What follows belongs to an exercise in optimizing a design on an open flow for small area, a short achievable clock period and few clock cycles; a production flow would make more cautious choices. The RTL was checked by simulation tests, not by an equivalence proof against the original design.

==> 07-09: inputs <==
## dlx_ex_top
module dlx_ex_top (
    input  logic      clk,
    input  logic      rst_n,
    input  logic      issue_valid,
    input  dlx_pkg::func_t issue_func,
    input  dlx_pkg::reg_idx_t issue_rd,
    input  dlx_pkg::reg_idx_t issue_rs1,
    input  dlx_pkg::reg_idx_t issue_rs2,
    input  dlx_pkg::word_t issue_imm,
    input  logic      issue_use_imm,
    output logic      stall,
    output logic      wb_valid,
    output dlx_pkg::reg_idx_t wb_rd,
    output dlx_pkg::word_t wb_data
);
    logic [5:0]  in_func;
    logic [4:0]  in_rd;
    logic [4:0]  in_rs1;
    logic [4:0]  in_rs2;
    logic [31:0] in_imm;
    assign in_func = issue_func;
    assign in_rd   = issue_rd;
    assign in_rs1  = issue_rs1;
    assign in_rs2  = issue_rs2;
    assign in_imm  = issue_imm;
    logic        hold_q;
    logic        ir_v;
    logic [5:0]  ir_func;
    logic [4:0]  ir_rd;
    logic [4:0]  ir_rs1;
    logic [4:0]  ir_rs2;
  ...
clock: 8.0 ns
lec_check: 0
abc_area: 1
cap_margin: 20
core_margin: 2
core_utilization: 35
place_density: 0.5
setup_slack_margin: 4.8
slew_margin: 20
run.sh (not shown) runs the stock make flow with config.mk's settings and CLKGATE_MAP_FILE= SYNTH_SCRIPT=/design/flow/synth_recipe.tcl, a recipe that flattens the netlist after the stock synthesis.
==> 02-23 (differences from 07-09) <==
--- a/flow/design.v
+++ b/flow/design.v
@@ -4122,15 +4122,16 @@
     logic [4:0]  in_rs2;
     logic [31:0] in_imm;
     assign in_func = issue_func;
     assign in_rd   = issue_rd;
     assign in_rs1  = issue_rs1;
     assign in_rs2  = issue_rs2;
     assign in_imm  = issue_imm;
-    logic        hold_q;
+    logic        hold_q;      
+    logic        go_q;        
     logic        ir_v;
     logic [5:0]  ir_func;
     logic [4:0]  ir_rd;
     logic [4:0]  ir_rs1;
     logic [4:0]  ir_rs2;
     logic [31:0] ir_imm;
     logic        ir_ui;
@@ -4152,14 +4153,17 @@
     logic [31:0] r1;
     logic        v2, wr2, mult2, hi2;
     logic [4:0]  rd2;
     logic [31:0] r2;
     logic        v3, wr3;
     logic [4:0]  rd3;
     logic [31:0] r3;
+    logic [31:0] r3_d;
+    logic [31:0] wb_q;
+    logic [31:0] r3f;      
     function automatic logic op_hazard(
         input logic [4:0] s, input logic u, input logic t,
         input logic p0_wr, input logic [4:0] p0_rd, input logic p0_mult,
         input logic p1_wr, input logic [4:0] p1_rd, input logic p1_mult, input logic p1_hi,
         input logic p2_wr, input logic [4:0] p2_rd, input logic p2_hi);
         logic m0, m1, m2;
         m0 = p0_wr && p0_rd == s;
@@ -4184,41 +4188,43 @@
     assign d_mult   = is_mult_f(ir_func);
     assign d_shift  = is_shift_f(ir_func);
     assign d_lhi    = (ir_func == 6'h0f);
     assign d_wr     = ir_v && (ir_rd != 5'd0);
     assign in_mult  = is_mult_f(in_func);
     assign in_shift = is_shift_f(in_func);
     assign in_lhi   = (in_func == 6'h0f);
-    assign hold_d = hold_q
+    assign hold_d = !go_q
         ? op_hazard(ir_rs1, !d_lhi, d_mult,
                     1'b0, 5'd0, 1'b0,  e_wr, e_rd, e_mult, e_hi,  wr1, rd1, hi1)
        || op_hazard(ir_rs2, !ir_ui, d_mult || d_shift,
                     1'b0, 5'd0, 1'b0,  e_wr, e_rd, e_mult, e_hi,  wr1, rd1, hi1)
         : issue_valid &&
          (op_hazard(in_rs1, !in_lhi, in_mult,
                     d_wr, ir_rd, d_mult,  e_wr, e_rd, e_mult, e_hi,  wr1, rd1, hi1)
        || op_hazard(in_rs2, !issue_use_imm, in_mult || in_shift,
                     d_wr, ir_rd, d_mult,  e_wr, e_rd, e_mult, e_hi,  wr1, rd1, hi1));
     always_ff @(posedge clk or negedge rst_n)
     begin
         if (!rst_n)
         begin
             hold_q <= 1'b0;
+            go_q   <= 1'b1;
             ir_v   <= 1'b0;
         end
         else
         begin
             hold_q <= hold_d;
-            if (!hold_q)
+            go_q   <= !hold_d;
+            if (go_q)
                 ir_v <= issue_valid;
         end
     end
     always_ff @(posedge clk)
     begin
-        if (!hold_q)
+        if (go_q)
         begin
             ir_func <= in_func;
             ir_rd   <= in_rd;
             ir_rs1  <= in_rs1;
             ir_rs2  <= in_rs2;
             ir_imm  <= in_imm;
             ir_ui   <= issue_use_imm;
@@ -4242,17 +4248,17 @@
     logic [31:0] rf_a;
     logic [31:0] rf_b;
     logic [31:0] d_a;
     logic [31:0] d_b;
     logic [16:0] d_one;
     logic [15:0] d_two;
     logic [15:0] d_neg;
-    assign next_rs1 = hold_q ? ir_rs1 : in_rs1;
-    assign next_rs2 = hold_q ? ir_rs2 : in_rs2;
-    assign next_ui  = hold_q ? ir_ui  : issue_use_imm;
+    assign next_rs1 = go_q ? in_rs1 : ir_rs1;
+    assign next_rs2 = go_q ? in_rs2 : ir_rs2;
+    assign next_ui  = go_q ? issue_use_imm : ir_ui;
     assign n1_a = e_wr && (e_rd == next_rs1);
     assign n2_a = wr1  && (rd1  == next_rs1);
     assign n3_a = wr2  && (rd2  == next_rs1);
     assign n1_b = e_wr && (e_rd == next_rs2);
     assign n2_b = wr1  && (rd1  == next_rs2);
     assign n3_b = wr2  && (rd2  == next_rs2);
     always_comb
@@ -4279,16 +4285,16 @@
         s1_a   <= n1_a;
         s2_a   <= !n1_a && n2_a;
         s3_a   <= !n1_a && !n2_a && n3_a;
         s1_b   <= !next_ui && n1_b;
         s2_b   <= !next_ui && !n1_b && n2_b;
         s3_b   <= !next_ui && !n1_b && !n2_b && n3_b;
         si_b   <= next_ui;
-        q_me_a <= !hold_q && d_wr && (ir_rd == in_rs1);
-        q_me_b <= !hold_q && d_wr && (ir_rd == in_rs2);
+        q_me_a <= go_q && d_wr && (ir_rd == in_rs1);
+        q_me_b <= go_q && d_wr && (ir_rd == in_rs2);
         q_m1_a <= n1_a;
         q_m1_b <= n1_b;
         q_m2_a <= n2_a;
         q_m2_b <= n2_b;
     end
     reg_file u_rf (
         .clk   (clk),
@@ -4297,16 +4303,16 @@
         .wdata (r3),
         .sel_a (sel_a),
         .sel_b (sel_b),
         .valid (rf_valid),
         .qa    (rf_a),
         .qb    (rf_b)
     );
-    assign d_a = rf_a | ({32{s1_a}} & r1) | ({32{s2_a}} & r2) | ({32{s3_a}} & r3);
-    assign d_b = rf_b | ({32{s1_b}} & r1) | ({32{s2_b}} & r2) | ({32{s3_b}} & r3)
+    assign d_a = rf_a | ({32{s1_a}} & r1) | ({32{s2_a}} & r2) | ({32{s3_a}} & r3f);
+    assign d_b = rf_b | ({32{s1_b}} & r1) | ({32{s2_b}} & r2) | ({32{s3_b}} & r3f)
                | ({32{si_b}} & ir_imm);
     booth_enc u_enc (
         .b   (d_b),
         .one (d_one),
         .two (d_two),
         .neg (d_neg)
     );
@@ -4315,16 +4321,16 @@
         if (!rst_n)
         begin
             e_v  <= 1'b0;
             e_wr <= 1'b0;
         end
         else
         begin
-            e_v  <= ir_v && !hold_q;
-            e_wr <= d_wr && !hold_q;
+            e_v  <= ir_v && go_q;
+            e_wr <= d_wr && go_q;
         end
     end
     always_ff @(posedge clk)
     begin
         e_rd   <= ir_rd;
         e_mult <= d_mult;
         e_hi   <= (ir_func == 6'h16);
@@ -4359,16 +4365,16 @@
     logic [31:0] alu_res;
     logic [31:0] p_lo;
     logic [31:0] p_hi;
     logic        fx_a;
     logic        fx_b;
     assign fx_a = !d_mult;
     assign fx_b = !d_mult && !d_shift && !ir_ui;
-    assign x_a = ({32{e_a_r1}} & r1) | ({32{e_a_r2}} & r2) | ({32{e_a_r3}} & r3) | ({32{e_a_o}} & e_a);
-    assign x_b = ({32{e_b_r1}} & r1) | ({32{e_b_r2}} & r2) | ({32{e_b_r3}} & r3) | ({32{e_b_o}} & e_b);
+    assign x_a = ({32{e_a_r1}} & r1) | ({32{e_a_r2}} & r2) | ({32{e_a_r3}} & r3f) | ({32{e_a_o}} & e_a);
+    assign x_b = ({32{e_b_r1}} & r1) | ({32{e_b_r2}} & r2) | ({32{e_b_r3}} & r3f) | ({32{e_b_o}} & e_b);
     dlx_alu u_alu (
         .a      (x_a),
         .b      (x_b),
         .c_add  (e_add),
         .c_sub  (e_sub),
         .c_and  (e_and),
         .c_or   (e_or),
@@ -4408,24 +4414,27 @@
             wr1 <= e_wr;
             v2  <= v1;
             wr2 <= wr1;
             v3  <= v2;
             wr3 <= wr2;
         end
     end
+    assign r3_d = hi2 ? p_hi : r2;
     always_ff @(posedge clk)
     begin
         rd1   <= e_rd;
         mult1 <= e_mult;
         hi1   <= e_hi;
         r1    <= alu_res;
         rd2   <= rd1;
         mult2 <= mult1;
         hi2   <= hi1;
         r2    <= (mult1 && !hi1) ? p_lo : r1;
         rd3   <= rd2;
-        r3    <= hi2 ? p_hi : r2;
+        r3    <= r3_d;
+        r3f   <= r3_d & {32{wr2}};
+        wb_q  <= r3_d & {32{v2}};
     end
     assign wb_valid = v3;
     assign wb_rd    = rd3;
-    assign wb_data  = r3;
+    assign wb_data  = wb_q;
 endmodule
==> flow/flow/run.sh (new file) <==
#!/bin/bash
# Own layout flow: the standard flow (standard.sh: the standard synthesis,
# then ORFS through finish) with one change: buffer_ports builds the port
# buffers from sky130_fd_sc_hd__buf_4 instead of the delay buffer it picks by
# default, so that timing repair can resize them like any other buffer.
set -euo pipefail
export BUFFER_PORTS_ARGS="-buffer_cell sky130_fd_sc_hd__buf_4"
bash standard.sh finish > standard_flow.log 2>&1
==> flow/standard.sh (new file) <==
#!/bin/bash
# synth_recipe.tcl (not shown) runs the flow's synth.tcl, then flattens the netlist and writes it again
# the make line also repeats each setting of config.mk as NAME=value (left out here)
make -C /OpenROAD-flow-scripts/flow DESIGN_CONFIG=/design/flow/config.mk WORK_HOME=/design/flow/orfs CLKGATE_MAP_FILE= SYNTH_SCRIPT=/design/flow/synth_recipe.tcl "${@:-finish}"
CTS_CLUSTER_DIAMETER = 100   (was not set)
CTS_CLUSTER_SIZE = 20   (was not set)
removed: flow/run.sh
==> results.sh <==
export IMPL_p_comb_mw=22.1
export IMPL_clockPowerShare_pct=15.7
export IMPL_status="timing/DRC/antenna clean"
export IMPL_multi_input_gates=7170
export IMPL_fill_cells=28200
export IMPL_nNonClkBuffers=387
the above is filed under 02-23

==> results.sh <==
export IMPL_nNonClkBuffers=556
export IMPL_clockPowerShare_pct=20.2
export IMPL_status="timing/DRC/antenna clean"
export IMPL_fill_cells=27000
the above is filed under 07-09

Testbench counts of 07-09, summed over its fixed seeds: cycles 3,509.
Testbench counts of 02-23, summed over its fixed seeds: cycles 3,509.

-- re-timing with driven ports --
No port has a modelled driver above. Below, the same layouts with a new extraction and two added sets of constraints.
Step 1 sets driving cells, clkbuf_16 on the clock port and buf_2 on the other inputs (assumed; they add their load-dependent delay and slew).
Step 2 adds t to the input delays and takes it off the output delays; t is the mean of the earliest and latest rising clock arrival at the registers after step 1. Input paths then give back, and output paths get back, about the clock's delay inside the block.
a / b / c = ideal / step 1 / step 2; a / b = the first two.
| run | t, ns | slack for setup (ns) | pins driven straight from the clock port |
|---|---|---|---|
| 07-09 | 0.974 | 4.589 / 4.589 / 3.861 | 1 |
| 02-23 | 1.012 | 4.632 / 4.632 / 4.095 | 1 |
After both steps every run listed still meets setup and hold. The setup slack of 07-09, which loses most, moves by 0.000 ns with the drivers and by -0.728 ns with both steps.
